This design comes from an exercise in tuning for small area on the open sky130 flow, not from production work. RTL that was checked went through simulation tests only; none was proved equivalent to the original. The clock input has no modelled driver; a real chip could not lean on it and would need a root buffer or a full tree. Power figures rest on the tool's default switching activity, not on a simulated workload.

## tagged_message_frame_parser_top
module tagged_message_frame_parser_top (
    input  logic                  i_clk,
    input  logic                  i_rst_n,
    input  logic                  i_byte_valid,
    output logic                  i_byte_ready,
    input  logic [TAG_W-1:0]      i_byte_in_byte,
    output logic                  o_res_valid,
    input  logic                  o_res_ready,
    output logic [KIND_W-1:0]     o_res_kind,
    output logic [WORD_W-1:0]     o_res_src_id,
    output logic [WORD_W-1:0]     o_res_dest_id,
    output logic [OPC_W-1:0]      o_res_opcode,
    output logic [SIZE_W-1:0]     o_res_packet_len,
    output logic [SIZE_W-1:0]     o_res_message_len,
    output logic [TAG_W-1:0]      o_res_msg_byte,
    output logic                  o_res_last,
    output logic [ERR_W-1:0]      o_res_error_code,
    input  logic                  i_psel,
    input  logic                  i_penable,
    input  logic                  i_pwrite,
    input  logic [APB_ADDR_W-1:0] i_paddr,
    input  logic [APB_DATA_W-1:0] i_pwdata,
    output logic [APB_DATA_W-1:0] o_prdata,
    output logic                  o_pready
);
For scale: about 510 cells after synthesis, roughly 130 flip-flops, roughly 220 I/O pins.
==> flow/config.mk <==
export PLATFORM = sky130hd
export DESIGN_NAME = tagged_message_frame_parser_top
export DESIGN_NICKNAME = tagged_message_frame_parser_top
export VERILOG_FILES = /design/flow/design.v
export SDC_FILE = /design/flow/constraint.sdc
export NUM_CORES = 4
export LEC_CHECK = 0
export ABC_AREA = 1
export CAP_MARGIN = 20
export CORE_MARGIN = 2
export CORE_UTILIZATION = 65
export SLEW_MARGIN = 20
==> flow/constraint.sdc <==
create_clock -name core_clock -period 5.0 [get_ports {i_clk}]
set_input_delay 1.0000 -clock core_clock [delete_from_list [all_inputs] [get_ports {i_clk}]]
set_output_delay 1.0000 -clock core_clock [all_outputs]
set_load 0.01 [all_outputs]
standard.sh (not shown) runs the stock make flow with config.mk's settings and CLKGATE_MAP_FILE= SYNTH_SCRIPT=/design/flow/synth_recipe.tcl, a recipe that flattens the netlist after the stock synthesis.
==> flow/flow/run.sh <==
#!/bin/bash
# Own layout flow: the standard ORFS flow (standard.sh) with
#  - a copy of ORFS's scripts folder whose abc_area.script is replaced by
#    flow/abc_area.script (a stronger area mapping; registers are mapped by
#    dfflibmap as before, so their names and cells are unchanged);
#  - cts.tcl in that copy builds the clock tree with flow/manual_cts.tcl
#    (a root buffer driving 8 leaf buffers, each at the centre of a balanced
#    cluster of flip-flops) instead of clock_tree_synthesis;
#  - extra ORFS settings from flow/extra.mk appended to the standard flow's config.mk
#    (port buffers use buf_1, one tie cell per constant instead of one per load).
# make's output goes to flow_make.log here; ORFS writes each step's log under
# orfs/logs, copied to flow_logs/ at the end.
set -euo pipefail
W=$PWD
rm -rf "$W/orfs_scripts"
cp -r "$FLOW_HOME/scripts" "$W/orfs_scripts"
cp "$W/flow/abc_area.script" "$W/orfs_scripts/abc_area.script"
grep -q '^log_cmd clock_tree_synthesis {\*}\$cts_args$' "$W/orfs_scripts/cts.tcl"
sed -i "s#^log_cmd clock_tree_synthesis {\*}\\\$cts_args\$#source $W/flow/manual_cts.tcl; manual_cts sky130_fd_sc_hd__clkbuf_8 8 sky130_fd_sc_hd__clkbuf_4#" "$W/orfs_scripts/cts.tcl"
grep -q 'manual_cts sky130' "$W/orfs_scripts/cts.tcl"
cp config.mk own_config.mk
cat "$W/flow/extra.mk" >> own_config.mk
sed -e "s#DESIGN_CONFIG=[^ ]*#DESIGN_CONFIG=$W/own_config.mk SCRIPTS_DIR=$W/orfs_scripts#" standard.sh > own_standard.sh
status=0
bash own_standard.sh > flow_make.log 2>&1 || status=$?
cp -r orfs/logs flow_logs || true
exit $status
Other scripts of this flow, unchanged in this note and not shown: flow/flow/abc_area.script, flow/flow/extra.mk, flow/flow/manual_cts.tcl
The first run completed and failed the layout checks on setup timing.
Rerun with:
--- a/flow/design.v
+++ b/flow/design.v
@@ -66,50 +66,49 @@
     assign r_uint_tag = ~r_uint_tag_n;
     assign r_str_tag  = ~r_str_tag_n;
     logic [4:0]        r_st, n_st;
     logic              r_valid;
     logic              r_lenok, n_lenok;
     logic [WORD_W-1:0] r_hdr, r_src, r_dst;
     logic              acc, res;
     logic [TAG_W-1:0]  b;
-    logic              st_hunt, st_tag, st_hdr, st_src, st_dst, st_len, st_msg;
+    logic              st_hunt, st_tag, st_hdr, st_src, st_dst, st_len, st_msg, st_msgn;
     logic [1:0]        idx;
     logic [SIZE_W-1:0] sum;
     logic              cout;
     logic              sum_zero, sum_one;
     assign b   = i_byte_in_byte;
     assign idx = r_st[1:0];
     assign st_hunt = r_st[4] & r_st[3];
     assign st_tag  = r_st[4:2] == 3'b000;
     assign st_hdr  = r_st[4:2] == 3'b001;
     assign st_src  = r_st[4:2] == 3'b010;
     assign st_dst  = r_st[4:2] == 3'b011;
     assign st_len  = r_st[4:2] == 3'b100;
     assign st_msg  = r_st[4:2] == 3'b101;
+    assign st_msgn = st_msg & r_st[0];
     assign o_pready = 1'b1;
     always_comb begin
         o_prdata = '0;
         case (i_paddr[3:2])
             REG_HDR_TAG:  o_prdata[TAG_W-1:0] = r_hdr_tag;
             REG_UINT_TAG: o_prdata[TAG_W-1:0] = r_uint_tag;
             REG_STR_TAG:  o_prdata[TAG_W-1:0] = r_str_tag;
             default:      o_prdata = '0;
         endcase
     end
     assign i_byte_ready = !r_valid || o_res_ready;
     assign acc          = i_byte_valid && i_byte_ready;
     logic [4:0]        lo;
-    logic              k_m1;     
     logic              b4;       
     logic [6:1]        zn;       
     logic [7:1]        pz;       
     logic [SIZE_W:4]   bw;       
-    assign k_m1 = r_st[2] & r_st[0];
-    assign lo = {1'b0, r_hdr[3:0]} + (k_m1 ? 5'h0F : 5'h04);
+    assign lo = {1'b0, r_hdr[3:0]} + (st_msgn ? 5'h0F : 5'h04);
     assign sum[3:0] = lo[3:0];
     assign b4 = ~lo[4];
     for (genvar g = 1; g < 7; g++) begin : g_zn
         assign zn[g] = (r_hdr[4*g+3:4*g] == 4'd0);
     end
     assign pz[1] = 1'b1;
     assign pz[2] = zn[1];
     assign pz[3] = zn[1] & zn[2];
@@ -127,17 +126,17 @@
             assign sum[4*g+j] = r_hdr[4*g+j] ^ bw[4*g+j];
         end
     end
     assign bw[SIZE_W] = b4 & pz[7];
     assign cout = ~bw[SIZE_W];
     logic hdr_hi0;
     assign hdr_hi0  = (r_hdr[SIZE_W-1:4] == '0);
     assign sum_zero = hdr_hi0 & (r_hdr[3:0] == 4'd12);
-    assign sum_one  = hdr_hi0 & (r_hdr[3:0] == (r_st[0] ? 4'd2 : 4'd13));   
+    assign sum_one  = hdr_hi0 & (r_hdr[3:0] == (st_msgn ? 4'd2 : 4'd13));
     logic [7:0] tag_val, len_val;
     logic       match, match_len, match_l3;
     assign tag_val = st_hunt ? r_hdr_tag : ((idx == 2'd3) ? r_str_tag : r_uint_tag);
     assign match   = (b == tag_val);
     always_comb begin
         case (idx)
             2'd0:    len_val = {4'b0, sum[27:24]};
             2'd1:    len_val = sum[23:16];
Now the flow ran to the end with no violations; routed wire length drops by 8.5%; cell area drops by 5.6%; combinational power drops by 18%; sequential share of layout area climbs by 2.9 points; maximum frequency climbs by 12%; area after synthesis drops by 0.50%; flip-flop and latch count is unchanged.
Only the layout flow was run in the first run of this note; the RTL was not checked for function there. No run of this note takes its clock network from TritonCTS; it comes from the design's own scripts or RTL.

-- re-timing with driven ports --
The results above use ideal ports. As a check the final layouts listed here were re-extracted and re-timed, cells and wires unchanged. Step 1 sets driving cells, clkbuf_16 on the clock port and buf_2 on the other inputs (assumed; they add their load-dependent delay and slew). Step 2 times the ports against the registers' clock, not the clock port: input delays grow and output delays shrink by t, the midpoint of the rising clock arrivals with the driver on. Three values: no drivers, after step 1, after step 2; two values: the first two.
run	t, ns	setup slack, ns	worst setup path after step 2	clock arrival spread, ns
the first run	0.496	-0.317 / -0.354 / 0.000	register to register	0.023 / 0.024
the second run	0.533	0.255 / 0.218 / 0.751	register to output	0.025 / 0.024
